Source: an optimization exercise on an open RTL-to-GDS flow (aim: small area and a short achievable clock period). Production flows keep margins and buffers that such runs may drop.
Function was not checked in any run shown here: the RTL went through the layout flow alone.
Power and IR drop assume default switching activity.

--- flow/config.mk ---
export PLATFORM = sky130hd
export DESIGN_NAME = pst_brain_core
export DESIGN_NICKNAME = pst_brain_core
export VERILOG_FILES = /design/flow/design.v
export SDC_FILE = /design/flow/constraint.sdc
export NUM_CORES = 4
export LEC_CHECK = 0
export CAP_MARGIN = 20
export CORE_MARGIN = 2
export CORE_UTILIZATION = 40
export SLEW_MARGIN = 20
--- flow/constraint.sdc ---
create_clock -name core_clock -period 40.0 [get_ports {clk}]
set_input_delay 8.0000 -clock core_clock [delete_from_list [all_inputs] [get_ports {clk}]]
set_output_delay 8.0000 -clock core_clock [all_outputs]
set_load 0.01 [all_outputs]
--- flow/design.v ---
module pst_brain_core (
  input  logic       clk,
  input  logic       rst,
  input  logic [7:0] cur0,
  input  logic [7:0] cur1,
  input  logic [7:0] cur2,
  input  logic [7:0] cur3,
  output logic [7:0] phase0,
  output logic [7:0] phase1,
  output logic [7:0] phase2,
  output logic [7:0] phase3,
  output logic [2:0] winner,
  output logic [7:0] winner_score,
  output logic [7:0] winner_rel,
  output logic [7:0] w_ab,
  output logic [7:0] w_ac,
  output logic [7:0] w_ad,
  output logic [7:0] w_bc,
  output logic [7:0] w_bd,
  output logic [7:0] w_cd,
  output logic [7:0] seq_slot_A,
  output logic [7:0] seq_slot_B,
  output logic       seq_force_valid,
  output logic [7:0] seq_force_pred,
  output logic [7:0] pred_out,
  output logic [7:0] pred_err,
  output logic       reward_out,
  output logic [2:0] gamma_cnt,
  output logic [2:0] theta_cnt,
  output logic       theta_tick,
  output logic       episode_last,
  output logic [2:0] ep_winner,
  output logic [3:0] ep_strength,
  output logic       ep_valid,
  output logic       exploit_mode,
  output logic       explore_mode,
  output logic [1:0] confidence_level,
  output logic       err_explore,
  output logic       delta_tick,
  output logic [2:0] topic_winner,
  output logic [2:0] topic_strength,
  output logic       topic_valid
);
  logic [7:0] r_cnt;
  logic [3:0] r_sp;
  logic [7:0] r_v     [4];
  logic [7:0] r_phase [4];
  logic [6:0] r_w     [6];
  logic [2:0] r_winner;
  logic [7:0] r_win_score, r_win_rel, r_slot_a, r_slot_b, r_pred, r_pred_err;
  logic       r_reward, r_err_explore, r_dcnt;
  logic [1:0] r_rew_run, r_force_left, r_conf, r_err_run;
  logic [2:0] r_gamma_cnt, r_theta_cnt;
  logic [2:0] r_win_cnt [6];
  logic [2:0] r_ep_cnt  [6];
  logic       r_theta_tick, r_delta_tick, r_ep_valid, r_topic_valid;
  logic [2:0] r_ep_winner, r_topic_winner, r_topic_strength;
  logic [3:0] r_ep_strength;
  logic [7:0] r_es  [6];
  logic [5:0] r_erl, r_ecoh;
  function automatic logic [8:0] addc8(input logic [7:0] a, input logic [7:0] b,
                                       input logic ci);
    logic       c;
    logic [7:0] s;
    c = ci;
    for (int i = 0; i < 8; i++) begin
      s[i] = a[i] ^ b[i] ^ c;
      c    = (a[i] & b[i]) | (c & (a[i] ^ b[i]));
    end
    addc8 = {c, s};
  endfunction
  function automatic logic [1:0] pair_a(input int p);
    case (p)
      0, 1, 2: pair_a = 2'd0;
      3, 4:    pair_a = 2'd1;
      default: pair_a = 2'd2;
    endcase
  endfunction
  function automatic logic [1:0] pair_b(input int p);
    case (p)
      0:       pair_b = 2'd1;
      1, 3:    pair_b = 2'd2;
      default: pair_b = 2'd3;
    endcase
  endfunction
  logic [7:0] w_cur [4];
  assign w_cur[0] = cur0;
  assign w_cur[1] = cur1;
  assign w_cur[2] = cur2;
  assign w_cur[3] = cur3;
  logic w_gamma_end, w_explore;
  assign w_gamma_end = &r_cnt;
  assign w_explore   = ~r_conf[1] | r_err_explore;
  logic [3:0] w_fire;
  logic [8:0] w_rem [4];
  always_comb begin
    for (int c = 0; c < 4; c++) begin
      w_rem[c]  = {1'b0, r_v[c]} - {1'b0, w_cur[c]};
      w_fire[c] = ~r_sp[c] & w_rem[c][8];
    end
  end
  logic [7:0] w_ph [4];
  always_comb
    for (int c = 0; c < 4; c++) w_ph[c] = r_sp[c] ? r_v[c] : 8'd255;
  logic [5:0] w_wb [6];
  logic [8:0] q_wb;
  always_comb begin
    q_wb = '0;
    for (int p = 0; p < 6; p++) begin
      q_wb = addc8({3'b0, r_w[p][6:2]},
                   {5'b0, ~w_explore & r_ep_valid & (r_ep_winner == 3'(p)),
                    ~w_explore & r_topic_valid & (r_topic_winner == 3'(p)), 1'b0}, 1'b0);
      w_wb[p] = q_wb[5:0];
    end
  end
  logic [7:0] e_ph [4];
  logic [7:0] e_rel [6];
  logic [7:0] e_score [6];
  logic [5:0] e_coh;
  logic [8:0] q_t1, q_t2, q_sc;
  always_comb begin
    q_t1 = '0; q_t2 = '0; q_sc = '0;
    for (int c = 0; c < 4; c++) e_ph[c] = r_sp[c] ? r_v[c] : 8'd254;
    for (int p = 0; p < 6; p++) begin
      q_t1 = addc8(e_ph[pair_a(p)], ~e_ph[pair_b(p)], 1'b0);
      q_t2 = addc8(e_ph[pair_b(p)], ~e_ph[pair_a(p)], 1'b0);
      e_rel[p] = q_t1[8] ? q_t2[7:0] : q_t1[7:0];
      e_coh[p] = (e_rel[p] >= 8'd235);
      q_sc = addc8({1'b0, e_rel[p][7:1]}, {2'b0, w_wb[p]}, 1'b0);
      e_score[p] = q_sc[7:0];
    end
  end
  logic [5:0] w_valid;
  logic [7:0] w_score [6];
  always_comb
    for (int p = 0; p < 6; p++) begin
      w_valid[p] = r_sp[pair_a(p)] & r_sp[pair_b(p)];
      w_score[p] = w_valid[p] ? r_es[p] : {2'b0, w_wb[p]};
    end
  logic [5:0] gt [6];
  logic [5:0] w_win1h;
  logic [2:0] w_winner;
  logic [7:0] w_best;
  always_comb begin
    for (int p = 0; p < 6; p++) begin
      gt[p] = 6'd0;
      for (int q = 0; q < p; q++) gt[p][q] = (w_score[p] > w_score[q]);
    end
    for (int p = 0; p < 6; p++) begin
      w_win1h[p] = 1'b1;
      for (int q = 0; q < 6; q++) begin
        if (q < p) w_win1h[p] = w_win1h[p] & gt[p][q];
        if (q > p) w_win1h[p] = w_win1h[p] & ~gt[q][p];
      end
    end
    w_winner = {w_win1h[4] | w_win1h[5], w_win1h[2] | w_win1h[3], w_win1h[1] | w_win1h[3] | w_win1h[5]};
    w_best = 8'd0;
    for (int p = 0; p < 6; p++) w_best = w_best | (w_win1h[p] ? w_score[p] : 8'd0);
  end
  logic [5:0] w_win_wb;
  logic [6:0] w_win_rel7;
  logic [7:0] w_best_rel;
  logic [6:0] w_win_w;
  logic       w_win_coh, w_win_valid, w_win_rl;
  always_comb begin
    w_win_wb    = 6'd0;
    w_win_w     = 7'd0;
    w_win_coh   = 1'b0;
    w_win_valid = 1'b0;
    w_win_rl    = 1'b0;
    for (int p = 0; p < 6; p++) begin
      w_win_wb    = w_win_wb | (w_win1h[p] ? w_wb[p] : 6'd0);
      w_win_w     = w_win_w | (w_win1h[p] ? r_w[p] : 7'd0);
      w_win_coh   = w_win_coh | (w_win1h[p] & w_valid[p] & r_ecoh[p]);
      w_win_valid = w_win_valid | (w_win1h[p] & w_valid[p]);
      w_win_rl    = w_win_rl | (w_win1h[p] & r_erl[p]);
    end
    w_win_rel7 = w_best[6:0] - {1'b0, w_win_wb};
    w_best_rel = w_win_valid ? {w_win_rel7, w_win_rl} : 8'd0;
  end
  logic [7:0] w_pred, w_err;
  logic [8:0] q_e1, q_e2;
  logic       w_reward, w_hi_err;
  logic [1:0] w_rew_run, w_err_run;
  always_comb begin
    if (r_winner == 3'd0)      w_pred = r_slot_a;
    else if (r_winner == 3'd5) w_pred = r_slot_b;
    else                       w_pred = r_win_score;
    q_e1      = {1'b0, w_best} - {1'b0, w_pred};
    q_e2      = {1'b0, w_pred} - {1'b0, w_best};
    w_err     = q_e1[8] ? q_e2[7:0] : q_e1[7:0];
    w_reward  = (w_err < 8'd5);
    w_hi_err  = (w_err > 8'd5);
    w_rew_run = !w_reward ? 2'd0 : ((r_rew_run == 2'd2) ? 2'd2 : r_rew_run + 2'd1);
    w_err_run = !w_hi_err ? 2'd0 : ((r_err_run == 2'd3) ? 2'd3 : r_err_run + 2'd1);
  end
  logic [6:0] w_inc;
  logic [6:0] w_w_next [6];
  always_comb begin
    w_inc = (w_win_w >= 7'd118) ? 7'd120 : w_win_w + 7'd2;
    for (int p = 0; p < 6; p++) begin
      if (w_win1h[p])  w_w_next[p] = w_win_coh ? w_inc : r_w[p];
      else if (r_dcnt) w_w_next[p] = (r_w[p] != 7'd0) ? r_w[p] - 7'd1 : 7'd0;
      else             w_w_next[p] = r_w[p];
    end
  end
  logic [2:0] v_b, v_m;
  logic [5:0] v_eq, v_take, w_ep1h;
  logic       v_hit, v_sel;
  logic [2:0] w_ep_win;
  logic [3:0] w_ep_str;
  always_comb begin
    v_b = 3'd0;
    v_m = r_win_cnt[0];
    for (int p = 1; p < 6; p++)
      if (r_win_cnt[p] > v_m) begin
        v_b = 3'(p);
        v_m = r_win_cnt[p];
      end
    for (int p = 0; p < 6; p++) begin
      v_eq[p]   = (r_win_cnt[p] == v_m);
      v_take[p] = v_eq[p] | ((r_win_cnt[p] + 3'd1 == v_m) & (3'(p) < v_b));
    end
    v_hit = |(w_win1h & v_eq);
    v_sel = |(w_win1h & v_take);
    for (int p = 0; p < 6; p++)
      w_ep1h[p] = v_sel ? w_win1h[p] : (v_b == 3'(p));
    w_ep_win = {w_ep1h[4] | w_ep1h[5], w_ep1h[2] | w_ep1h[3], w_ep1h[1] | w_ep1h[3] | w_ep1h[5]};
    w_ep_str = {1'b0, v_m} + {3'd0, v_hit};
  end
  logic [2:0] u_b, u_m;
  logic [5:0] u_eq, u_take;
  logic       u_hit, u_sel;
  logic [2:0] w_topic_win, w_topic_str;
  always_comb begin
    u_b = 3'd0;
    u_m = r_ep_cnt[0];
    for (int p = 1; p < 6; p++)
      if (r_ep_cnt[p] > u_m) begin
        u_b = 3'(p);
        u_m = r_ep_cnt[p];
      end
    for (int p = 0; p < 6; p++) begin
      u_eq[p]   = (r_ep_cnt[p] == u_m);
      u_take[p] = u_eq[p] | ((r_ep_cnt[p] + 3'd1 == u_m) & (3'(p) < u_b));
    end
    u_hit = |(w_ep1h & u_eq);
    u_sel = |(w_ep1h & u_take);
    w_topic_win = u_sel ? w_ep_win : u_b;
    w_topic_str = u_m + {2'd0, u_hit};
  end
  logic [1:0] w_conf_new;
  always_comb begin
    w_conf_new = r_conf;
    if (w_ep_str >= 4'd7)      w_conf_new = (r_conf == 2'd3) ? 2'd3 : r_conf + 2'd1;
    else if (w_ep_str <= 4'd5) w_conf_new = (r_conf == 2'd0) ? 2'd0 : r_conf - 2'd1;
  end
  always_ff @(posedge clk)
    for (int p = 0; p < 6; p++) begin
      r_es[p]   <= e_score[p];
      r_erl[p]  <= e_rel[p][0];
      r_ecoh[p] <= e_coh[p];
    end
  always_ff @(posedge clk or posedge rst) begin
    if (rst) begin
      r_cnt <= '0;
      r_sp  <= '0;
      for (int c = 0; c < 4; c++) begin
        r_v[c] <= 8'd199; r_phase[c] <= 8'd255;
      end
      for (int p = 0; p < 6; p++) begin
        r_w[p] <= 7'd64; r_win_cnt[p] <= '0; r_ep_cnt[p] <= '0;
      end
      r_winner <= '0; r_win_score <= '0; r_win_rel <= '0;
      r_slot_a <= 8'd0; r_slot_b <= 8'd213;
      r_pred <= '0; r_pred_err <= '0; r_reward <= 1'b0;
      r_rew_run <= '0; r_force_left <= '0; r_err_run <= '0; r_err_explore <= 1'b0;
      r_dcnt <= 1'b0; r_gamma_cnt <= '0; r_theta_cnt <= '0; r_conf <= 2'd2;
      r_theta_tick <= 1'b0; r_delta_tick <= 1'b0; r_ep_valid <= 1'b0; r_topic_valid <= 1'b0;
      r_ep_winner <= '0; r_ep_strength <= '0; r_topic_winner <= '0; r_topic_strength <= '0;
    end else begin
      r_cnt        <= r_cnt + 8'd1;
      r_theta_tick <= 1'b0;
      r_delta_tick <= 1'b0;
      for (int c = 0; c < 4; c++) begin
        if (w_gamma_end) begin
          r_sp[c] <= 1'b0;
          r_v[c]  <= 8'd199;
        end else if (w_fire[c]) begin
          r_sp[c] <= 1'b1;
          r_v[c]  <= r_cnt;
        end else if (!r_sp[c]) begin
          r_v[c]  <= w_rem[c][7:0];
        end
      end
      if (w_gamma_end) begin
        for (int c = 0; c < 4; c++) r_phase[c] <= w_ph[c];
        for (int p = 0; p < 6; p++) r_w[p] <= w_w_next[p];
        r_winner    <= w_winner;
        r_win_score <= w_best;
        r_win_rel   <= w_best_rel;
        r_slot_a    <= w_score[0];
        r_slot_b    <= w_score[5];
        r_pred      <= w_pred;
        r_pred_err  <= w_err;
        r_reward    <= w_reward;
        r_rew_run   <= w_rew_run;
        if (w_rew_run == 2'd2)         r_force_left <= 2'd2;
        else if (r_force_left != 2'd0) r_force_left <= r_force_left - 2'd1;
        r_err_run <= w_err_run;
        if (w_reward)                  r_err_explore <= 1'b0;
        else if (w_err_run == 2'd3)    r_err_explore <= 1'b1;
        r_dcnt      <= ~r_dcnt;
        r_gamma_cnt <= r_gamma_cnt + 3'd1;
        if (r_gamma_cnt == 3'd7) begin
          for (int p = 0; p < 6; p++) r_win_cnt[p] <= '0;
          r_ep_winner   <= w_ep_win;
          r_ep_strength <= w_ep_str;
          r_ep_valid    <= 1'b1;
          r_conf        <= w_conf_new;
          r_theta_tick  <= 1'b1;
          if (r_theta_cnt == 3'd4) begin
            r_theta_cnt <= '0;
            for (int p = 0; p < 6; p++) r_ep_cnt[p] <= '0;
            r_topic_winner   <= w_topic_win;
            r_topic_strength <= w_topic_str;
            r_topic_valid    <= 1'b1;
            r_delta_tick     <= 1'b1;
          end else begin
            r_theta_cnt <= r_theta_cnt + 3'd1;
            for (int p = 0; p < 6; p++)
              r_ep_cnt[p] <= r_ep_cnt[p] + {2'd0, w_ep1h[p]};
          end
        end else begin
          for (int p = 0; p < 6; p++) r_win_cnt[p] <= r_win_cnt[p] + {2'd0, w_win1h[p]};
        end
      end
    end
  end
  assign phase0 = r_phase[0];
  assign phase1 = r_phase[1];
  assign phase2 = r_phase[2];
  assign phase3 = r_phase[3];
  assign winner = r_winner;
  assign winner_score = r_win_score;
  assign winner_rel   = r_win_rel;
  assign w_ab = {r_w[0], 1'b0};
  assign w_ac = {r_w[1], 1'b0};
  assign w_ad = {r_w[2], 1'b0};
  assign w_bc = {r_w[3], 1'b0};
  assign w_bd = {r_w[4], 1'b0};
  assign w_cd = {r_w[5], 1'b0};
  assign seq_slot_A      = r_slot_a;
  assign seq_slot_B      = r_slot_b;
  assign seq_force_valid = (r_force_left != 2'd0);
  assign seq_force_pred  = seq_force_valid ? r_pred : 8'd0;
  assign pred_out        = r_pred;
  assign pred_err        = r_pred_err;
  assign reward_out      = r_reward;
  assign gamma_cnt       = r_gamma_cnt;
  assign theta_cnt       = r_theta_cnt;
  assign theta_tick      = r_theta_tick;
  assign episode_last    = (r_gamma_cnt == 3'd7);
  assign ep_winner       = r_ep_winner;
  assign ep_strength     = r_ep_strength;
  assign ep_valid        = r_ep_valid;
  assign exploit_mode    = (r_conf == 2'd3);
  assign explore_mode    = w_explore;
  assign confidence_level = r_conf;
  assign err_explore     = r_err_explore;
  assign delta_tick      = r_delta_tick;
  assign topic_winner    = r_topic_winner;
  assign topic_strength  = r_topic_strength;
  assign topic_valid     = r_topic_valid;
endmodule
--- flow/run.sh ---
#!/bin/bash
# synth_recipe.tcl (not shown) runs the flow's synth.tcl, then flattens the netlist and writes it again
# the make line also repeats each setting of config.mk as NAME=value (left out here)
make -C /OpenROAD-flow-scripts/flow DESIGN_CONFIG=/design/flow/config.mk WORK_HOME=/design/flow/orfs CLKGATE_MAP_FILE= SYNTH_SCRIPT=/design/flow/synth_recipe.tcl finish
==> results of run 1 <==
-- cell usage in the layout (no fill, tap or decap), types with 40 or more instances in the layout --
master / netlist / layout
sky130_fd_sc_hd__dfstp_2: 64 / 64
sky130_fd_sc_hd__buf_4: 6 / 44
sky130_fd_sc_hd__inv_1: 301 / 300
sky130_fd_sc_hd__a21oi_1: 186 / 184
sky130_fd_sc_hd__nand2_1: 290 / 290
sky130_fd_sc_hd__fa_1: 121 / 121
sky130_fd_sc_hd__o22ai_1: 44 / 44
sky130_fd_sc_hd__nand3_1: 72 / 71
sky130_fd_sc_hd__clkdlybuf4s50_1: 0 / 197
sky130_fd_sc_hd__nand4_1: 40 / 40
sky130_fd_sc_hd__clkbuf_16: 0 / 41
sky130_fd_sc_hd__xnor2_1: 60 / 60
sky130_fd_sc_hd__o21ai_0: 255 / 255
sky130_fd_sc_hd__nor2_1: 201 / 201
sky130_fd_sc_hd__ha_1: 303 / 303
sky130_fd_sc_hd__nor3_1: 54 / 54
sky130_fd_sc_hd__dfrtp_1: 175 / 175
sky130_fd_sc_hd__dfxtp_1: 60 / 60
sky130_fd_sc_hd__mux2i_1: 64 / 64
-- flip-flops by register name, indices dropped and copies added (netlist names), 3 cells and up --
| signal | count |
|---|---|
| r_w | 42 |
| r_theta_cnt | 3 |
| r_sp | 4 |
| r_slot_a | 8 |
| r_v | 32 |
| r_pred_err | 8 |
| r_winner | 3 |
| r_ecoh | 6 |
| r_ep_winner | 3 |
| r_erl | 6 |
| r_phase | 32 |
| r_win_cnt | 18 |
| r_es | 48 |
| r_win_score | 8 |
| r_topic_strength | 3 |
| r_ep_strength | 4 |
| r_gamma_cnt | 3 |
| r_win_rel | 8 |
| r_cnt | 8 |
| r_ep_cnt | 18 |
| r_pred | 8 |
| r_slot_b | 8 |
| r_topic_winner | 3 |
-- cell usage after synthesis, types with 18 or more instances --
library cell               number  share of area
sky130_fd_sc_hd__xor2_1        28         0.0096
sky130_fd_sc_hd__dfrtp_1      175           0.17
sky130_fd_sc_hd__inv_1        301          0.044
sky130_fd_sc_hd__clkbuf_1      95          0.014
sky130_fd_sc_hd__fa_1         121          0.094
sky130_fd_sc_hd__xnor2_1       60          0.020
sky130_fd_sc_hd__and3_1        20         0.0049
sky130_fd_sc_hd__nand3b_1      21         0.0061
sky130_fd_sc_hd__o221ai_1      18         0.0061
sky130_fd_sc_hd__a22oi_1       27         0.0079
sky130_fd_sc_hd__ha_1         303           0.15
sky130_fd_sc_hd__a21oi_1      186          0.036
sky130_fd_sc_hd__mux2i_1       64          0.025
sky130_fd_sc_hd__nand3_1       72          0.014
sky130_fd_sc_hd__o21ai_0      255          0.050
sky130_fd_sc_hd__nor2b_1       37         0.0090
sky130_fd_sc_hd__nor3_1        54          0.011
sky130_fd_sc_hd__a22o_1        27         0.0092
sky130_fd_sc_hd__nand2_1      290          0.042
sky130_fd_sc_hd__dfstp_2       64          0.065
sky130_fd_sc_hd__mux2_2        19         0.0083
sky130_fd_sc_hd__o22ai_1       44          0.011
sky130_fd_sc_hd__dfxtp_1       60          0.047
sky130_fd_sc_hd__a21o_1        27         0.0079
sky130_fd_sc_hd__nand2b_1      35         0.0085
sky130_fd_sc_hd__nor2_1       201          0.029
sky130_fd_sc_hd__nand4_1       40         0.0097
sky130_fd_sc_hd__o211ai_1      20         0.0058
-- worst min-delay path by stage --
stage / endpoint / start / depth (start not counted)
after floorplan: r_ep_cnt[0][2] / r_ep_cnt[0][2] / 1
after global placement: r_phase[3][2] / r_phase[3][2] / 2
after detailed placement: r_phase[3][2] / r_phase[3][2] / 2
after CTS: r_phase[3][2] / r_phase[3][2] / 2
after global routing: r_phase[3][2] / r_phase[3][2] / 2
final: r_phase[3][2] / r_phase[3][2] / 2
-- power groups by stage --
stage	sequential [mW]	combinational, mW	clock, mW
4_1_cts	0.309	0.373	0.384
2_1_floorplan	0.313	0.263	0
3_3_place_gp	0.314	0.359	0
5_1_grt	0.309	0.414	0.396
3_5_place_dp	0.314	0.369	0
6_report	0.309	0.379	0.376
-- metrics by stage --
step / power, mW / instance area (um^2) / setup slack, ns
floorplan: 0.576 / 25700 / 25.55
global placement: 0.673 / 28600 / 28.71
detailed placement: 0.683 / 28600 / 28.68
CTS: 1.07 / 30000 / 29.27
global route: 1.12 / 30000 / 28.34
finish: 1.06 / 30000 / 29.17
-- logic make-up after synthesis --
group                    count (synthesis)  share of synthesized area
AO/OA/AOI/OAI                          768                      0.189
flip-flops                             299                      0.283
AND/OR/NAND/NOR                        858                      0.160
multiplexers                            83                     0.0333
other                                    1                   0.000146
adder cells (fa/ha/maj)                424                      0.242
XOR/XNOR                                88                     0.0300
buffers and inverters                  425                     0.0631
-- layer usage --
metal  vias up  track usage  wire, um
met3       244       0.0320      4720
met4         0        0.135      5000
met5         -            0         0
met1     11200        0.333     36300
li1      10700            -         -
met2       822        0.463     43400
-- critical path, delay by kind of cell, from the launching register on --
kind                       cells  cell delay (ns)
AOI/OAI and AO/OA             14             5.22
xor gates and xnor gates       1             0.12
adders and majority gates      7             1.89
buffers and inverters          2             0.23
DFF                            1             0.51
and+or+nand+nor               14             2.77
-- cell type report --
cell class | count | area [um^2] | area share
clock inverters | 13 | 209 | 0.00697
clock buffers | 58 | 1160 | 0.0387
repair buffers | 242 | 2310 | 0.0769
well taps | 846 | 1060 | 0.0353
multi-input cells | 2227 | 16800 | 0.561
flip-flops and latches | 299 | 7260 | 0.242
inverters | 306 | 1160 | 0.0386
==> parameters.txt, run 1 <==
Parameter                              Value

Floorplanning
  Floorplan Core Area ... ~63000 um^2
  Die ar. ... around 66000 um^2
  Die H ... between 200 and 300 um
  Site row count ... around 90
  Initial cell density of the core ... 0.406
  I/O pin total ... between 200 and 250
  Die span in x ... between 200 and 300 um

Finish
  Diode insertion count for antenna repair ... 0
  Post-Route Utilization ... 0.474
  Count of non-filler cells in the finished layout ... 3991
  Layout Area Growth over Synthesis ... 16.8%
  Filler instances ... 6132
  # nets final ... between 3000 and 4000
  Fraction of final layout cells sized beyond drive strength 1 ... 0.0738

STA
  Final-report setup violation count ... 0
  Setup repair after global routing missed its margin ... no
  Portion of the clock cycle consumed by the worst path in the final layout ... 0.271
  Layout Skew ... 0.0372 ns
  Number of endpoints with negative hold slack in the final report ... 0
  Worst slew margin relative to its limit ... 0.230
  Final worst path period need ... ~11 ns
  Achievable clock frequency ... roughly 90 MHz
  Setup Total Neg Slack ... 0 ns
  Worst-Margin Slew ... roughly 1.1 ns
  Final slew viol count ... 0
  Worst hold-check slack ... ~0.46 ns

Yosys
  Leading register cell type out of synthesis ... sky130_fd_sc_hd__dfrtp_1
  Average cell area after synthesis ... a little under 9 um^2
  Cell area after synthesis ... approximately 26000 um^2
  Number of register bits inferred by synthesis ... 299
  Sequential element share of the synthesized area ... 0.283
  Proportion of synthesized flip-flops having asynchronous set or reset ... 0.799
  Count of flip-flops with a built-in enable after synthesis ... 0
  Cell count after synthesis ... slightly below 3000
  Yosys warning total ... 17
  Post-synth cell types ... 90

CTS
  Cts bufs inserted ... 39
  Clock tree root driver cell ... sky130_fd_sc_hd__clkbuf_16
  Clock tree from TritonCTS ... built
  H-Tree Level Count ... 2
  Longest Clk Path Bufs ... 3
  Clock slew at the register clock pins of the worst setup and hold paths ... roughly 0.060 ns
  Count of buffers added by post-CTS timing repair for setup ... 0
  Resized Gates After CTS ... 0
  Worst-skew pair later-pin latency ... roughly 0.58 ns
  Hold-fix buffers at CTS ... 0
  TritonCTS sink count ... roughly 300

Worst setup path
  Most prevalent standard cell on the critical path ... sky130_fd_sc_hd__ha_1
  Data required time at the worst endpoint ... between 40 and 50 ns
  Crit. Startpoint ... r_win_cnt[0][2]
  Critical register-to-register path startpoint ... r_win_cnt[0][2]
  Reg2Reg Capture Point ... r_topic_strength[2]
  WS Path Type ... reg -> reg
  CP Capture Point ... r_topic_strength[2]
  Worst setup SP type ... flop
  Endpoint kind of the worst setup timing path ... flop
  Max FO, Critical Path ... 12
  Cell with the largest stage delay on the worst path ... sky130_fd_sc_hd__o21ai_1
  Depth of the most critical reg-to-reg path ... 38
  Critical path arrival ... ~11 ns
  Internal reg-to-reg setup slack ... slightly below 30 ns
  Delay of the slowest critical-path stage ... 0.68 ns

Pwr
  Share of total power consumed by net switching ... 0.362
  Clock network fraction of design power ... 0.353
  Switching power ... a little under 400 uW
  Leakage dissipation ... 13.6 nW
  Combinational cell fraction of total power ... 0.356
  Sequential share of power ... 0.290
  Max VDD drop ... about 0.036 mV
  Pint ... slightly below 700 uW
  Power per Cell Area ... approximately 35 nW/um^2

Detailed routing
  Avg WL per Cell ... between 20 and 25 um
  Total wirelength of the detailed-routed design ... 89400 um
  Routed vias ... approximately 23000
  DRT Pass-1 Iters ... 6
  Antenna Nets Post-Route ... 0
  Drt initial violations ... around 1700
  Number of vias per cell after detailed routing ... ~5.8
  Remaining DRCs ... 0

Min path
  HP Class ... reg -> reg

GRT
  Number of antenna violations at the first check in global routing ... 0
  Wire length of the first global-routing pass ... between 100000 and 150000 um
  GR Overflow Total ... 0
  Pin count of the biggest net entering global routing ... roughly 120
  GRT Overall Usage ... 0.269
  Number of global-route vias before repair ... 23000

Place
  Post-DP HPWL ... between 60000 and 70000 um
  Dpl cells ... approximately 3900
  Last weighted congestion value of the routability-driven placer ... about 0.97
  Number of buffers inserted by port buffering ... approximately 200

Outcome
  Run status ... no timing/DRC/antenna violations

Job
  Maximum Capacitance Violations ... 0
==> run 2: changes to the inputs <==
--- a/flow/config.mk
+++ b/flow/config.mk
@@ -9,3 +9,4 @@
 export CORE_MARGIN = 2
-export CORE_UTILIZATION = 40
+export CORE_UTILIZATION = 85
+export CTS_BUF_LIST = sky130_fd_sc_hd__clkbuf_2 sky130_fd_sc_hd__clkbuf_4
 export SLEW_MARGIN = 20
==> run 2 against run 1 <==
Net effect: synthesized cell count is the same; the flow now stops in global placement; synthesized area unchanged.
==> parameters.txt, run 2 <==
Parameter                              Value

Floorplanning
  I/O pin total ... 204 (unchanged)
  Site row count ... 63 (-32%)
  Initial cell density of the core ... 0.864 (+0.458)
  Die H ... 178 um (-31%)
  Die span in x ... 178 um (-31%)

Yosys
  Leading register cell type out of synthesis ... sky130_fd_sc_hd__dfrtp_1
  Post-synth top area cell ... sky130_fd_sc_hd__dfrtp_1
  Cell area after synthesis ... 25700 um^2 (unchanged)
  Number of register bits inferred by synthesis ... 299 (unchanged)
  Sequential element share of the synthesized area ... 0.283 (unchanged)
  Leading post-synthesis cells by instance count ... sky130_fd_sc_hd__ha_1 (303), sky130_fd_sc_hd__inv_1 (301), sky130_fd_sc_hd__nand2_1 (290)
  Cell count after synthesis ... 2946 (unchanged)
  Largest cells by area after synthesis ... sky130_fd_sc_hd__dfrtp_1 (17%), sky130_fd_sc_hd__ha_1 (15%), sky130_fd_sc_hd__fa_1 (9.4%), sky130_fd_sc_hd__dfstp_2 (6.5%), sky130_fd_sc_hd__o21ai_0 (5.0%)
  Cell with the most instances after synthesis ... sky130_fd_sc_hd__ha_1
  Average cell area after synthesis ... 8.72 um^2 (unchanged)
  Proportion of synthesized flip-flops having asynchronous set or reset ... 0.799 (unchanged)
  Post-synth cell types ... 90 (unchanged)
  Count of flip-flops with a built-in enable after synthesis ... 0 (unchanged)
  Yosys warning total ... 17 (unchanged)
  Area fraction of the dominant cell type after synthesis ... 0.171 (unchanged)

Place
  Number of buffers inserted by port buffering ... 197 (unchanged)

Outcome
  Run status ... aborted with a tool error
  First error ... [ERROR GPL-0301] Utilization 100.370 % exceeds 100%.
  Last stage the flow got to ... global placement
-- run 2: cell counts after synthesis --
No cell type changed its count.
-- run 2: cells by family after synthesis --
kind of cell,Yosys count,share of synthesized area
flip-flops,299,0.283
XOR/XNOR,88,0.0300
other,1,0.000146
adder cells (fa/ha/maj),424,0.242
buffers and inverters,425,0.0631
AO/OA/AOI/OAI,768,0.189
AND/OR/NAND/NOR,858,0.160
multiplexers,83,0.0333
==> run 3: changes to the inputs <==
--- a/flow/config.mk
+++ b/flow/config.mk
@@ -9,4 +9,4 @@
 export CORE_MARGIN = 2
-export CORE_UTILIZATION = 85
-export CTS_BUF_LIST = sky130_fd_sc_hd__clkbuf_2 sky130_fd_sc_hd__clkbuf_4
+export CORE_UTILIZATION = 70
+export CTS_BUF_LIST = sky130_fd_sc_hd__clkbuf_4 sky130_fd_sc_hd__clkbuf_8
 export SLEW_MARGIN = 20
==> run 3 against run 2 <==
Net effect: synthesized cell count stayed put; synthesized area unchanged; now clean on timing, DRC and antenna.
==> parameters.txt, run 3 <==
Parameter                              Value

STA
  Worst-Margin Slew ... between 1 and 1.5 ns
  Worst slew margin relative to its limit ... 0.234
  Number of endpoints with negative hold slack in the final report ... 0
  Final setup slack of the worst path ... a little under 30 ns
  Portion of the clock cycle consumed by the worst path in the final layout ... 0.276
  Final worst path period need ... about 11 ns
  Final slew viol count ... 0
  Achievable clock frequency ... slightly above 90 MHz
  Setup Total Neg Slack ... 0 ns
  Setup repair after global routing missed its margin ... no
  Layout Skew ... roughly 0.051 ns
  Final-report setup violation count ... 0

Finish
  Count of non-filler cells in the finished layout ... around 3600
  Filler instances ... between 2000 and 2500
  Most common library cell in the layout ignoring fill and taps ... sky130_fd_sc_hd__ha_1
  Registers with the highest flip-flop counts ... r_es: 48 flops, r_w: 42 flops
  Reg with most FFs ... r_es
  Final instance area ... between 20000 and 30000 um^2
  Flip-flop count of the largest register after layout ... between 40 and 50
  Layout Area Growth over Synthesis ... 13.7%
  Fraction of final layout cells sized beyond drive strength 1 ... 0.0804
  # nets final ... between 3000 and 4000
  Highest-count cells in the layout ignoring fill and taps ... sky130_fd_sc_hd__ha_1 (303), sky130_fd_sc_hd__inv_1 (300), sky130_fd_sc_hd__nand2_1 (290)

Pwr
  Final Total Pwr ... between 1 and 1.5 mW
  Max VDD drop ... a little over 0.04 mV
  Leakage dissipation ... about 13 nW
  Power per Cell Area ... between 30 and 40 nW/um^2

Worst setup path
  Worst setup SP type ... flop
  Data required time at the worst endpoint ... 40.54 ns
  Max FO, Critical Path ... 19
  Cell with the largest stage delay on the worst path ... sky130_fd_sc_hd__mux2i_1
  Delay of the slowest critical-path stage ... around 0.75 ns
  Critical path arrival ... roughly 12 ns
  Endpoint kind of the worst setup timing path ... flop
  WS Path Type ... reg -> reg

CTS
  Clock tree from TritonCTS ... built
  H-Tree Level Count ... 2
  Count of buffers added by post-CTS timing repair for setup ... 0
  Worst-skew pair later-pin latency ... between 0.6 and 0.7 ns
  Clock slew at the register clock pins of the worst setup and hold paths ... ~0.060 ns
  TritonCTS sink count ... 299
  Hold-fix buffers at CTS ... 0
  Cts bufs inserted ... 51
  Longest Clk Path Bufs ... 3
  Resized Gates After CTS ... 0
  Clock tree root driver cell ... sky130_fd_sc_hd__clkbuf_8

Floorplanning
  Site row count ... 70 (+11%)
  Initial cell density of the core ... 0.706 (-0.158)
  Die H ... 196 um (+10%)
  Die span in x ... 196 um (+10%)
  Floorplan Core Area ... 36300 um^2
  I/O pin total ... 204 (unchanged)
  Die ar. ... approximately 38000 um^2

Yosys
  Leading post-synthesis cells by instance count ... sky130_fd_sc_hd__ha_1 (303), sky130_fd_sc_hd__inv_1 (301), sky130_fd_sc_hd__nand2_1 (290)
  Cell with the most instances after synthesis ... sky130_fd_sc_hd__ha_1
  Sequential element share of the synthesized area ... 0.283 (unchanged)
  Number of register bits inferred by synthesis ... 299 (unchanged)
  Yosys warning total ... 17 (unchanged)
  Count of flip-flops with a built-in enable after synthesis ... 0 (unchanged)
  Post-synth cell types ... 90 (unchanged)
  Area fraction of the dominant cell type after synthesis ... 0.171 (unchanged)
  Average cell area after synthesis ... 8.72 um^2 (unchanged)
  Largest cells by area after synthesis ... sky130_fd_sc_hd__dfrtp_1 (17%), sky130_fd_sc_hd__ha_1 (15%), sky130_fd_sc_hd__fa_1 (9.4%), sky130_fd_sc_hd__dfstp_2 (6.5%), sky130_fd_sc_hd__o21ai_0 (5.0%)
  Post-synth top area cell ... sky130_fd_sc_hd__dfrtp_1
  Cell count after synthesis ... 2946 (unchanged)
  Cell area after synthesis ... 25700 um^2 (unchanged)
  Proportion of synthesized flip-flops having asynchronous set or reset ... 0.799 (unchanged)
  Leading register cell type out of synthesis ... sky130_fd_sc_hd__dfrtp_1

Outcome
  Run status ... no timing/DRC/antenna violations

GRT
  Wire length of the first global-routing pass ... about 130000 um
  GRT Overall Usage ... 0.453
  Pin count of the biggest net entering global routing ... between 100 and 150
  Number of global-route vias before repair ... 24400
  Number of antenna violations at the first check in global routing ... 1
  GR Overflow Total ... 0

Detailed routing
  Number of vias per cell after detailed routing ... ~6.8
  Avg WL per Cell ... roughly 24 um
  Total wirelength of the detailed-routed design ... 86300 um
  Antenna Nets Post-Route ... 0
  DRT Pass-1 Iters ... 8
  Remaining DRCs ... 0
  Routed vias ... around 25000
  Drt initial violations ... ~2800

Job
  Maximum Capacitance Violations ... 0

Min path
  HP Class ... reg -> reg

Place
  Number of buffers inserted by port buffering ... 197 (unchanged)
  Standard cell area after detailed placement ... ~28000 um^2
  Post-placement worst setup slack ... approximately 29 ns
  Last weighted congestion value of the routability-driven placer ... 1.04
  Post-DP HPWL ... 64600 um
  Dpl cells ... 3533
==> run 3: worst max-delay path, delay by kind of cell, from the launching register on <==
family | cells | cell delay (ns)
adders and majority gates | 7 | 1.89
and+or+nand+nor | 7 | 2.25
DFF | 1 | 0.59
buffers and inverters | 6 | 1.45
muxes | 2 | 0.94
AOI/OAI and AO/OA | 15 | 3.78
==> run 3: worst paths after layout <==
check	start	depth (start not counted)	to	slack, ns
max in group asynchronous	rst	3	r_w[3][3]	30.65
hold reg to reg	r_phase[3][2]	2	r_phase[3][2]	0.47
hold / removal	r_phase[3][2]	2	r_phase[3][2]	0.47
min in group asynchronous	rst	2	r_pred_err[1]	7.88
setup reg to reg	r_conf[1]	37	r_rew_run[1]	28.96
setup / recovery	r_conf[1]	37	r_rew_run[1]	28.96
==> run 3: logic make-up after synthesis <==
family,Yosys count,synth area share
compound gates,768,0.189
xor+xnor,88,0.0300
fa+ha+maj,424,0.242
buf+inv,425,0.0631
flops,299,0.283
mux,83,0.0333
other cells,1,0.000146
simple gates,858,0.160
==> run 3: power breakdown <==
part	leakage [nW]	switching [mW]	internal, mW
logic	9.31	0.252	0.140
registers	3.56	0.00174	0.307
clock network	0.588	0.136	0.166
==> run 3: cell type report <==
cell class,count,area (um^2),area share
multi-input combinational,2227,16800,0.577
sequential,299,7260,0.249
timing repair buffer,234,2250,0.0770
inverter,306,1160,0.0396
clock buffer,86,1060,0.0363
tap,468,586,0.0201
clock inverter,6,38.8,0.00133
antenna,1,2.50,0.0000858
==> run 3: stage by stage <==
stage               utilization  hold slack [ns]
finish                    0.803            0.469
global route              0.803            0.487
CTS                       0.803            0.466
detailed placement        0.772            0.456
global placement          0.772            0.450
floorplan                     -            0.450
==> run 3: per-layer routing <==
metal,track usage,vias up,routed length [um]
met1,0.580,11700,31700
met5,0,-,0
met2,0.718,1730,39000
met3,0.101,399,10400
met4,0.246,0,5230
li1,-,10700,-
==> run 4: changes to the inputs <==
--- a/flow/design.v
+++ b/flow/design.v
@@ -44,3 +44,3 @@
   logic [7:0] r_cnt;
-  logic [3:0] r_sp;
+  logic [3:0] r_sp, r_jf;
   logic [7:0] r_v     [4];
@@ -58,2 +58,4 @@
   logic [3:0] r_ep_strength;
+  logic [2:0] r_vb, r_vm, r_ub, r_um;
+  logic       r_explore;
   logic [7:0] r_es  [6];
@@ -92,6 +94,8 @@
   assign w_gamma_end = &r_cnt;
-  assign w_explore   = ~r_conf[1] | r_err_explore;
+  assign w_explore   = r_explore;
   logic [3:0] w_fire;
   logic [8:0] w_rem [4];
+  logic [7:0] w_cnt_m1;
   always_comb begin
+    w_cnt_m1 = r_cnt - 8'd1;
     for (int c = 0; c < 4; c++) begin
@@ -103,3 +107,3 @@
   always_comb
-    for (int c = 0; c < 4; c++) w_ph[c] = r_sp[c] ? r_v[c] : 8'd255;
+    for (int c = 0; c < 4; c++) w_ph[c] = !r_sp[c] ? 8'd255 : (r_jf[c] ? 8'd254 : r_v[c]);
   logic [5:0] w_wb [6];
@@ -122,3 +126,3 @@
     q_t1 = '0; q_t2 = '0; q_sc = '0;
-    for (int c = 0; c < 4; c++) e_ph[c] = r_sp[c] ? r_v[c] : 8'd254;
+    for (int c = 0; c < 4; c++) e_ph[c] = !r_sp[c] ? 8'd254 : (r_jf[c] ? 8'd253 : r_v[c]);
     for (int p = 0; p < 6; p++) begin
@@ -212,9 +216,4 @@
   always_comb begin
-    v_b = 3'd0;
-    v_m = r_win_cnt[0];
-    for (int p = 1; p < 6; p++)
-      if (r_win_cnt[p] > v_m) begin
-        v_b = 3'(p);
-        v_m = r_win_cnt[p];
-      end
+    v_b = r_vb;
+    v_m = r_vm;
     for (int p = 0; p < 6; p++) begin
@@ -235,9 +234,4 @@
   always_comb begin
-    u_b = 3'd0;
-    u_m = r_ep_cnt[0];
-    for (int p = 1; p < 6; p++)
-      if (r_ep_cnt[p] > u_m) begin
-        u_b = 3'(p);
-        u_m = r_ep_cnt[p];
-      end
+    u_b = r_ub;
+    u_m = r_um;
     for (int p = 0; p < 6; p++) begin
@@ -251,3 +245,4 @@
   end
-  logic [1:0] w_conf_new;
+  logic [1:0] w_conf_new, w_conf_next;
+  logic       w_errx_next;
   always_comb begin
@@ -256,2 +251,6 @@
     else if (w_ep_str <= 4'd5) w_conf_new = (r_conf == 2'd0) ? 2'd0 : r_conf - 2'd1;
+    w_conf_next = (r_gamma_cnt == 3'd7) ? w_conf_new : r_conf;
+    if (w_reward)                  w_errx_next = 1'b0;
+    else if (w_err_run == 2'd3)    w_errx_next = 1'b1;
+    else                           w_errx_next = r_err_explore;
   end
@@ -267,2 +266,5 @@
       r_sp  <= '0;
+      r_jf  <= '0;
+      r_vb <= '0; r_vm <= '0; r_ub <= '0; r_um <= '0;
+      r_explore <= 1'b0;
       for (int c = 0; c < 4; c++) begin
@@ -287,8 +289,9 @@
           r_sp[c] <= 1'b0;
+          r_jf[c] <= 1'b0;
           r_v[c]  <= 8'd199;
-        end else if (w_fire[c]) begin
-          r_sp[c] <= 1'b1;
-          r_v[c]  <= r_cnt;
-        end else if (!r_sp[c]) begin
-          r_v[c]  <= w_rem[c][7:0];
+        end else begin
+          r_sp[c] <= r_sp[c] | w_fire[c];
+          r_jf[c] <= w_fire[c];
+          if (r_jf[c])       r_v[c] <= w_cnt_m1;
+          else if (!r_sp[c]) r_v[c] <= w_rem[c][7:0];
         end
@@ -310,4 +313,4 @@
         r_err_run <= w_err_run;
-        if (w_reward)                  r_err_explore <= 1'b0;
-        else if (w_err_run == 2'd3)    r_err_explore <= 1'b1;
+        r_err_explore <= w_errx_next;
+        r_explore     <= ~w_conf_next[1] | w_errx_next;
         r_dcnt      <= ~r_dcnt;
@@ -316,2 +319,4 @@
           for (int p = 0; p < 6; p++) r_win_cnt[p] <= '0;
+          r_vb <= '0;
+          r_vm <= '0;
           r_ep_winner   <= w_ep_win;
@@ -324,2 +329,4 @@
             for (int p = 0; p < 6; p++) r_ep_cnt[p] <= '0;
+            r_ub <= '0;
+            r_um <= '0;
             r_topic_winner   <= w_topic_win;
@@ -332,2 +339,4 @@
               r_ep_cnt[p] <= r_ep_cnt[p] + {2'd0, w_ep1h[p]};
+            r_ub <= w_topic_win;
+            r_um <= w_topic_str;
           end
@@ -335,2 +344,4 @@
           for (int p = 0; p < 6; p++) r_win_cnt[p] <= r_win_cnt[p] + {2'd0, w_win1h[p]};
+          r_vb <= w_ep_win;
+          r_vm <= w_ep_str[2:0];
         end
--- a/flow/config.mk
+++ b/flow/config.mk
@@ -9,4 +9,3 @@
 export CORE_MARGIN = 2
-export CORE_UTILIZATION = 70
-export CTS_BUF_LIST = sky130_fd_sc_hd__clkbuf_4 sky130_fd_sc_hd__clkbuf_8
+export CORE_UTILIZATION = 40
 export SLEW_MARGIN = 20
==> run 4 against run 3 <==
Net effect: clock power increased by 35%; clock skew is 0.025 ns lower; largest cell class unchanged; cell count is 6.6% higher; critical path depth is 33 lower.
==> parameters.txt, run 4 <==
Parameter                              Value

Outcome
  Run status ... no timing/DRC/antenna violations

GRT
  GR Overflow Total ... 0 (unchanged)
  GRT Overall Usage ... 0.259 (-0.194)
  Wire length of the first global-routing pass ... 132000 um (-1.8%)
  Pin count of the biggest net entering global routing ... 148 (+19%)
  Number of global-route vias before repair ... 22100 (-9.5%)
  Number of antenna violations at the first check in global routing ... 0 (-1)

Worst setup path
  Internal reg-to-reg setup slack ... 30.41 ns (+1.45 ns)
  Buf+Inv Stages, Crit Path ... 3 (-3)
  Depth of the most critical reg-to-reg path ... 33 (-11%)
  Data required time at the worst endpoint ... 32.00 ns (-8.54 ns)
  Critical path, cell by cell ... inv_1 -> ha_1 -> inv_1 -> clkdlybuf4s50_1
  Worst setup SP type ... flop
  Delay of the slowest critical-path stage ... 0.53 ns (-0.22 ns)
  Top Family by Delay on Critical Path ... buffers and inverters
  Logic depth of the worst path, buffers included ... 4 (-89%)
  Critical path arrival ... 2.30 ns (-9.28 ns)
  WS Path Type ... reg -> out
  Most prevalent standard cell on the critical path ... sky130_fd_sc_hd__inv_1
  Cell with the largest stage delay on the worst path ... sky130_fd_sc_hd__clkdlybuf4s50_1
  Endpoint kind of the worst setup timing path ... output port
  Max FO, Critical Path ... 11 (-8)

STA
  Final-report setup violation count ... 0 (unchanged)
  Worst-Margin Slew ... 1.05 ns (-0.0831 ns)
  Number of endpoints with negative hold slack in the final report ... 0 (unchanged)
  Final worst path period need ... 10.30 ns (-0.734 ns)
  Final setup slack of the worst path ... 29.70 ns (+0.734 ns)
  Portion of the clock cycle consumed by the worst path in the final layout ... 0.258 (-0.0184)
  Setup Total Neg Slack ... 0 ns (unchanged)
  Final slew viol count ... 0 (unchanged)
  Setup repair after global routing missed its margin ... no
  Worst slew margin relative to its limit ... 0.289 (+0.0550)
  Achievable clock frequency ... 97.0 MHz (+7.1%)
  Layout Skew ... 0.0256 ns (-0.0253 ns)

Finish
  Registers with the highest flip-flop counts ... r_es: 48 flops, r_w: 42 flops
  Flip-flop count of the largest register after layout ... 48 (unchanged)
  Area used by multi-input combinational logic ... 16100 um^2 (-4.4%)
  Layout Area Growth over Synthesis ... 17.0%
  Highest-count cells in the layout ignoring fill and taps ... sky130_fd_sc_hd__nand2_1 (362), sky130_fd_sc_hd__inv_1 (281), sky130_fd_sc_hd__ha_1 (267)
  Filler instances ... 6014 (+170%)
  # nets final ... 3408 (-4.7%)
  Most common library cell in the layout ignoring fill and taps ... sky130_fd_sc_hd__nand2_1
  Diode insertion count for antenna repair ... 0 (-1)
  Final instance area ... 29700 um^2 (+1.7%)
  Reg with most FFs ... r_es
  FF+latch area ... 7690 um^2 (+5.9%)
  Fraction of final layout cells sized beyond drive strength 1 ... 0.0798 (-0.000603)

Yosys
  Leading post-synthesis cells by instance count ... sky130_fd_sc_hd__nand2_1 (362), sky130_fd_sc_hd__inv_1 (282), sky130_fd_sc_hd__ha_1 (267)
  Number of register bits inferred by synthesis ... 316 (+5.7%)
  Sequential element share of the synthesized area ... 0.303 (+0.0201)
  Largest cells by area after synthesis ... sky130_fd_sc_hd__dfrtp_1 (19%), sky130_fd_sc_hd__ha_1 (13%), sky130_fd_sc_hd__fa_1 (9.5%), sky130_fd_sc_hd__dfstp_2 (6.6%), sky130_fd_sc_hd__nand2_1 (5.4%)
  Post-synth cell types ... 105 (+17%)
  Area fraction of the dominant cell type after synthesis ... 0.189 (+0.0188)
  Proportion of synthesized flip-flops having asynchronous set or reset ... 0.810 (+0.0108)
  Cell area after synthesis ... 25400 um^2 (-1.2%)
  Average cell area after synthesis ... 8.98 um^2 (+3.1%)
  Cell with the most instances after synthesis ... sky130_fd_sc_hd__nand2_1
  Leading register cell type out of synthesis ... sky130_fd_sc_hd__dfrtp_1
  Yosys warning total ... 17 (unchanged)
  Count of flip-flops with a built-in enable after synthesis ... 0 (unchanged)
  Post-synth top area cell ... sky130_fd_sc_hd__dfrtp_1
  Cell count after synthesis ... 2825 (-4.1%)

CTS
  Cts bufs inserted ... 41 (-20%)
  Resized Gates After CTS ... 0 (unchanged)
  TritonCTS sink count ... 316 (+5.7%)
  Clock tree from TritonCTS ... built
  Hold-fix buffers at CTS ... 0 (unchanged)
  Worst-skew pair later-pin latency ... 0.61 ns (-0.06 ns)
  Longest Clk Path Bufs ... 3 (unchanged)
  Clock tree root driver cell ... sky130_fd_sc_hd__clkbuf_16
  H-Tree Level Count ... 2 (unchanged)
  Count of buffers added by post-CTS timing repair for setup ... 0 (unchanged)
  Clock slew at the register clock pins of the worst setup and hold paths ... 0.06 ns (about the same)

Detailed routing
  Avg WL per Cell ... 22.2 um (-6.6%)
  Remaining DRCs ... 0 (unchanged)
  Total wirelength of the detailed-routed design ... 85900 um (-0.44%)
  Antenna Nets Post-Route ... 0 (unchanged)
  Drt initial violations ... 1565 (-45%)
  Number of vias per cell after detailed routing ... 5.69 (-16%)
  Length of routed met3 wiring ... 4450 um (-57%)
  Highest routed metal layer ... met4
  Length of routed met2 wiring ... 42100 um (+7.9%)
  Routed vias ... 22000 (-10%)
  DRT Pass-1 Iters ... 7 (-1)
  Wl on met1 ... 35200 um (+11%)

Pwr
  Power per Cell Area ... 29.7 nW/um^2 (-13%)
  Leakage dissipation ... 13.6 nW (+1.2%)
  Max VDD drop ... 0.0255 mV (-37%)
  Final Total Pwr ... 883 uW (-12%)

Place
  Post-placement worst setup slack ... 29.51 ns (+0.917 ns)
  Number of buffers inserted by port buffering ... 197 (unchanged)
  Post-DP HPWL ... 66200 um (+2.5%)
  Standard cell area after detailed placement ... 28200 um^2 (+0.39%)
  Last weighted congestion value of the routability-driven placer ... 0.943 (-9.1%)

Floorplanning
  Site row count ... 92 (+31%)
  Die H ... 256 um (+31%)
  Die ar. ... 65500 um^2 (+71%)
  Initial cell density of the core ... 0.404 (-0.303)
  I/O pin total ... 204 (unchanged)
  Floorplan Core Area ... 62900 um^2 (+73%)
  Die span in x ... 256 um (+31%)

Min path
  HP Class ... reg -> reg
  Worst hold stages ... 2 (unchanged)

Job
  Maximum Capacitance Violations ... 0 (unchanged)
==> run 4: changes by cell type in the layout (fill, tap and decap cells not counted), moves of 16 or more <==
cell	change
sky130_fd_sc_hd__clkbuf_16	+41
sky130_fd_sc_hd__a22o_1	-17
sky130_fd_sc_hd__o21ai_0	-19
sky130_fd_sc_hd__xor2_1	+19
sky130_fd_sc_hd__dfrtp_1	+17
sky130_fd_sc_hd__nand2_1	+72
sky130_fd_sc_hd__a21oi_1	-55
sky130_fd_sc_hd__clkbuf_8	-58
sky130_fd_sc_hd__inv_1	-19
sky130_fd_sc_hd__a22oi_1	-18
sky130_fd_sc_hd__a211oi_1	+16
sky130_fd_sc_hd__ha_1	-36
sky130_fd_sc_hd__clkbuf_4	-20
sky130_fd_sc_hd__nor2_1	-60
==> run 4: metal layers <==
metal | track usage | vias up
li1 | - | 10200
met1 | 0.326 | 10800
met2 | 0.441 | 745
met3 | 0.0315 | 207
met4 | 0.125 | 0
met5 | 0 | -
==> run 4: kinds of logic after synthesis <==
group | share of synthesized area
xor+xnor | 0.0421
compound gates | 0.176
simple gates | 0.151
buf+inv | 0.0642
mux | 0.0342
other cells | 0.000148
flops | 0.303
fa+ha+maj | 0.229
==> run 4: area by class of cell <==
| type | count | area share |
|---|---|---|
| tap | 846 | 0.0357 |
| inverter | 286 | 0.0365 |
| sequential | 316 | 0.259 |
| clock inverter | 20 | 0.0108 |
| clock buffer | 56 | 0.0392 |
| timing repair buffer | 235 | 0.0766 |
| multi-input combinational | 2106 | 0.542 |
==> run 4: path summary, 6_finish.rpt <==
| kind | startpoint | endpoint |
|---|---|---|
| setup / recovery | r_force_left[0] | seq_force_valid |
| min in group asynchronous | rst | r_win_cnt[3][1] |
| hold / removal | r_phase[0][1] | r_phase[0][1] |
| setup reg to reg | r_explore | r_explore |
| hold reg to reg | r_phase[0][1] | r_phase[0][1] |
| max in group asynchronous | rst | r_sp[1] |
==> run 4: worst reg2reg max path: cells and delay by family (launching register included) <==
kind | cells | cell delay (ns)
muxes | 2 | 1.18
and+or+nand+nor | 10 | 2.17
DFF | 1 | 0.50
adders and majority gates | 5 | 1.55
AOI/OAI and AO/OA | 12 | 3.17
buffers and inverters | 4 | 0.89
==> run 4: metrics by stage <==
| step | std cells | hold slack [ns] | utilization |
|---|---|---|---|
| 2_1_floorplan | 2830 | 0.454 | - |
| 3_3_place_gp | 3789 | 0.447 | 0.448 |
| 3_5_place_dp | 3789 | 0.445 | 0.448 |
| 4_1_cts | 3865 | 0.453 | 0.472 |
| 5_1_grt | 3865 | 0.480 | 0.472 |
| 6_report | 3865 | 0.457 | 0.472 |
==> run 4: power by group <==
part	total, mW	switching, mW	internal (mW)	leakage [nW]
Combinational	0.154	0.100	0.0540	9.17
Sequential	0.320	0.000377	0.320	3.74
Clock	0.408	0.162	0.246	0.720
Total	0.883	0.262	0.620	13.6
==> run 5: changes to the inputs <==
==> flow/flow/run.sh (new file) <==
#!/bin/bash
set -euo pipefail
bash standard.sh BUFFER_PORTS_ARGS="-buffer_cell sky130_fd_sc_hd__buf_1" finish > standard.log 2>&1
==> flow/standard.sh (new file) <==
#!/bin/bash
# synth_recipe.tcl (not shown) runs the flow's synth.tcl, then flattens the netlist and writes it again
# the make line also repeats each setting of config.mk as NAME=value (left out here)
make -C /OpenROAD-flow-scripts/flow DESIGN_CONFIG=/design/flow/config.mk WORK_HOME=/design/flow/orfs CLKGATE_MAP_FILE= SYNTH_SCRIPT=/design/flow/synth_recipe.tcl "${@:-finish}"
removed: flow/run.sh
==> run 5 against run 4 <==
Net effect: cell count about the same; total power decreased by 2.0%; fmax increased by 1.4%; combinational power decreased by 3%; largest power group unchanged; register-to-register slack worse by 0.29 ns; synthesized cell count is the same.
==> parameters.txt, run 5 <==
Parameter                              Value

Outcome
  Run status ... no timing/DRC/antenna violations

Floorplanning
  Site row count ... 92 (unchanged)
  I/O pin total ... 204 (unchanged)
  Die H ... 256 um (unchanged)
  Die span in x ... 256 um (unchanged)
  Initial cell density of the core ... 0.404 (unchanged)
  Die ar. ... 65500 um^2 (unchanged)
  Floorplan Core Area ... 62900 um^2 (unchanged)

Place
  Dpl cells ... 3789 (unchanged)
  Post-DP HPWL ... 65600 um (-0.92%)
  Post-placement worst setup slack ... 29.85 ns (+0.343 ns)
  Last weighted congestion value of the routability-driven placer ... 0.949 (+0.61%)
  Number of buffers inserted by port buffering ... 197 (unchanged)

Yosys
  Post-synth top area cell ... sky130_fd_sc_hd__dfrtp_1
  Largest cells by area after synthesis ... sky130_fd_sc_hd__dfrtp_1 (19%), sky130_fd_sc_hd__ha_1 (13%), sky130_fd_sc_hd__fa_1 (9.5%), sky130_fd_sc_hd__dfstp_2 (6.6%), sky130_fd_sc_hd__nand2_1 (5.4%)
  Cell count after synthesis ... 2825 (unchanged)
  Synthesized-area fraction occupied by and/or/nand/nor cells ... 0.151 (unchanged)
  Cell with the most instances after synthesis ... sky130_fd_sc_hd__nand2_1
  Leading register cell type out of synthesis ... sky130_fd_sc_hd__dfrtp_1
  Sequential element share of the synthesized area ... 0.303 (unchanged)
  Dominant combinational cell family by area after synthesis ... adder cells
  Cell area after synthesis ... 25400 um^2 (unchanged)
  Share of synthesized area spent on multiplexers ... 0.0342 (unchanged)
  Post-synth cell types ... 105 (unchanged)
  Post-Synth XOR/XNOR Area ... 0.0421 (unchanged)
  Complex-gate fraction of the synthesized area ... 0.176 (unchanged)
  Yosys warning total ... 17 (unchanged)
  Number of register bits inferred by synthesis ... 316 (unchanged)
  Count of flip-flops with a built-in enable after synthesis ... 0 (unchanged)
  Adder-cell area share of the yosys netlist ... 0.229 (unchanged)
  Leading post-synthesis cells by instance count ... sky130_fd_sc_hd__nand2_1 (362), sky130_fd_sc_hd__inv_1 (282), sky130_fd_sc_hd__ha_1 (267)
  Average cell area after synthesis ... 8.98 um^2 (unchanged)
  Area fraction of the dominant cell type after synthesis ... 0.189 (unchanged)
  Proportion of synthesized flip-flops having asynchronous set or reset ... 0.810 (unchanged)

Detailed routing
  Avg WL per Cell ... 21.9 um (-1.2%)
  Number of vias per cell after detailed routing ... 5.69 (about the same)
  Routed vias ... 22000 (+0.036%)
  Antenna Nets Post-Route ... 0 (unchanged)
  Drt initial violations ... 1627 (+4.0%)
  Total wirelength of the detailed-routed design ... 84800 um (-1.2%)
  DRT Pass-1 Iters ... 8 (+1)
  Remaining DRCs ... 0 (unchanged)

GRT
  Met2 global-route usage ... 0.442 (+0.00121)
  Global-route met3 utilization ... 0.0350 (+0.00347)
  GRT Overall Usage ... 0.256 (-0.00276)
  Number of global-route vias before repair ... 22000 (-0.24%)
  Number of antenna violations at the first check in global routing ... 0 (unchanged)
  M1 GR Usage ... 0.319 (-0.00645)
  Pin count of the biggest net entering global routing ... 123 (-17%)
  Top Usage Layer GRT ... met2
  GR Overflow Total ... 0 (unchanged)
  Wire length of the first global-routing pass ... 131000 um (-0.74%)

STA
  Final slew viol count ... 0 (unchanged)
  Layout Skew ... 0.0342 ns (+0.00857 ns)
  Final-report setup violation count ... 0 (unchanged)
  Setup Total Neg Slack ... 0 ns (unchanged)
  Achievable clock frequency ... 98.4 MHz (+1.4%)
  Worst-Margin Slew ... 1.09 ns (+0.0386 ns)
  Final setup slack of the worst path ... 29.84 ns (+0.145 ns)
  Setup repair after global routing missed its margin ... no
  Number of endpoints with negative hold slack in the final report ... 0 (unchanged)
  Portion of the clock cycle consumed by the worst path in the final layout ... 0.254 (-0.00362)
  Worst slew margin relative to its limit ... 0.263 (-0.0260)
  Final worst path period need ... 10.16 ns (-0.145 ns)

Finish
  Filler instances ... 6128 (+1.9%)
  Flip-flop count of the largest register after layout ... 48 (unchanged)
  Diode insertion count for antenna repair ... 0 (unchanged)
  Most common library cell in the layout ignoring fill and taps ... sky130_fd_sc_hd__nand2_1
  FF+latch area ... 7690 um^2 (unchanged)
  Layout Area Growth over Synthesis ... 11.9%
  Count of non-filler cells in the finished layout ... 3866 (+0.026%)
  Fraction of final layout cells sized beyond drive strength 1 ... 0.0798 (about the same)
  Registers with the highest flip-flop counts ... r_es: 48 flops, r_w: 42 flops
  Post-Route Utilization ... 0.452 (-0.0205)
  Area used by multi-input combinational logic ... 16100 um^2 (about the same)
  # nets final ... 3409 (+0.029%)
  Reg with most FFs ... r_es
  Highest-count cells in the layout ignoring fill and taps ... sky130_fd_sc_hd__nand2_1 (362), sky130_fd_sc_hd__inv_1 (281), sky130_fd_sc_hd__ha_1 (267)

CTS
  Hold-fix buffers at CTS ... 0 (unchanged)
  Longest Clk Path Bufs ... 3 (unchanged)
  Count of buffers added by post-CTS timing repair for setup ... 0 (unchanged)
  Clock tree root driver cell ... sky130_fd_sc_hd__clkbuf_16
  Clock tree from TritonCTS ... built
  Resized Gates After CTS ... 0 (unchanged)
  Worst-skew pair later-pin latency ... 0.61 ns (about the same)
  H-Tree Level Count ... 2 (unchanged)
  Cts bufs inserted ... 41 (unchanged)
  Clock slew at the register clock pins of the worst setup and hold paths ... 0.06 ns (about the same)
  TritonCTS sink count ... 316 (unchanged)

Worst setup path
  Top Family by Delay on Critical Path ... adder cells
  Crit. Startpoint ... r_gamma_cnt[0]
  Worst setup SP type ... flop
  Critical path, cell by cell ... ha_1 -> ha_1 -> buf_1
  Endpoint kind of the worst setup timing path ... output port
  Critical register-to-register path startpoint ... r_explore
  Buf+Inv Stages, Crit Path ... 1 (-2)
  Delay of the slowest critical-path stage ... 0.79 ns (+0.26 ns)
  WS Path Type ... reg -> out
  Max FO, Critical Path ... 30 (+19)
  Cell with the largest stage delay on the worst path ... sky130_fd_sc_hd__ha_1
  Most prevalent standard cell on the critical path ... sky130_fd_sc_hd__ha_1
  Data required time at the worst endpoint ... 32.00 ns (about the same)
  Critical path arrival ... 2.16 ns (-0.14 ns)

Min path
  HP Class ... reg -> reg
  Start point of the worst hold path ... r_phase[0][1]

Pwr
  Share of total power consumed by net switching ... 0.295 (-0.00252)
  Power per Cell Area ... 30.5 nW/um^2 (+2.5%)
  Clock network fraction of design power ... 0.457 (-0.005)
  Sequential share of power ... 0.370 (+0.007)
  Leakage dissipation ... 13.2 nW (-3.3%)
  Switching power ... 255 uW (-2.8%)
  Pint ... 610 uW (-1.6%)
  Combinational cell fraction of total power ... 0.173 (-0.002)
  Final Total Pwr ... 865 uW (-2.0%)
  Max VDD drop ... 0.0251 mV (-1.8%)

Job
  Maximum Capacitance Violations ... 0 (unchanged)
[run 5: cell counts after synthesis]
Identical to the previous run, type by type.
[run 5: logic make-up (layout without fill, tap and decap cells)]
logic type               after synthesis  count (layout)
AO/OA/AOI/OAI                        691             691
XOR/XNOR                             121             121
adder cells (fa/ha/maj)              392             392
buffers and inverters                408             598
flip-flops                           316             316
multiplexers                          82              82
other                                  1               6
AND/OR/NAND/NOR                      814             814
[run 5: metal layers]
| layer | share of wire | routed length (um) |
|---|---|---|
| met2 | 0.49 | 41600 |
| met4 | 0.047 | 4020 |
| met3 | 0.055 | 4680 |
| met5 | 0 | 0 |
| met1 | 0.41 | 34500 |
[run 5: area by class of cell]
class,instances,area share
Inverter,286,0.0381
Tap cell,846,0.0373
Clock inverter,15,0.00789
Multi-Input combinational cell,2106,0.567
Timing Repair Buffer,236,0.0363
Clock buffer,61,0.0427
Sequential cell,316,0.271
[run 5: final timing paths]
check,to,slack (ns),depth (start not counted)
worst max-delay path,episode_last,29.84,3
worst min-delay path,r_phase[0][1],0.45,2
worst max register to register,r_explore,30.12,28
worst min register to register,r_phase[0][1],0.45,2
max in group asynchronous,r_w[4][4],30.90,3
min in group asynchronous,r_ep_strength[0],7.63,2
[run 5: tightest hold or removal path: stages (launching register included)]
cell and delay (ns):
sky130_fd_sc_hd__dfstp_2 0.36, sky130_fd_sc_hd__nand2_1 0.05, sky130_fd_sc_hd__nand2_1 0.04
[run 5: stage by stage]
step / hold slack (ns) / cell area, um^2
finish: 0.452 / 28400
global route: 0.475 / 28400
CTS: 0.455 / 28400
detailed placement: 0.446 / 26900
global placement: 0.440 / 26900
floorplan: 0.454 / 25400
[run 5: power by group through the flow]
stage / Clock (mW) / Combinational, mW / Sequential, mW
floorplan: 0 / 0.104 / 0.326
global placement: 0 / 0.145 / 0.326
detailed placement: 0 / 0.147 / 0.326
CTS: 0.403 / 0.148 / 0.320
global route: 0.418 / 0.164 / 0.320
finish: 0.395 / 0.149 / 0.320

-- port drivers added, routing unchanged --
No port has a modelled driver above. Below, the same layouts with a new extraction and two added sets of constraints.
Step 1: set_driving_cell puts a clkbuf_16 on clk and a buf_2 on each other input, an assumption about the parent block.
Step 2 times the ports against the registers' clock, not the clock port: input delays grow and output delays shrink by t, the midpoint of the rising clock arrivals with the driver on.
Slacks: no drivers / after step 1 / after step 2; pairs: no drivers / after step 1.
| run | t (ns) | slack for setup (ns) | clock arrival spread, ns | worst data-port slew with drivers (ns) | pins driven straight from the clock port |
|---|---|---|---|---|---|
| run 1 | 0.623 | 29.167 / 29.167 / 29.053 | 0.037 / 0.037 | 0.06 | 1 |
| run 3 | 0.698 | 28.961 / 28.961 / 28.876 | 0.051 / 0.051 | 0.04 | 1 |
| run 4 | 0.660 | 29.695 / 29.632 / 29.456 | 0.026 / 0.026 | 0.04 | 1 |
| run 5 | 0.650 | 29.840 / 29.780 / 29.756 | 0.034 / 0.034 | 0.03 | 1 |
After both steps every run listed still meets setup and hold. For run 4, which loses most, drivers alone change the setup slack by -0.063 ns; drivers and shift together by -0.239 ns.
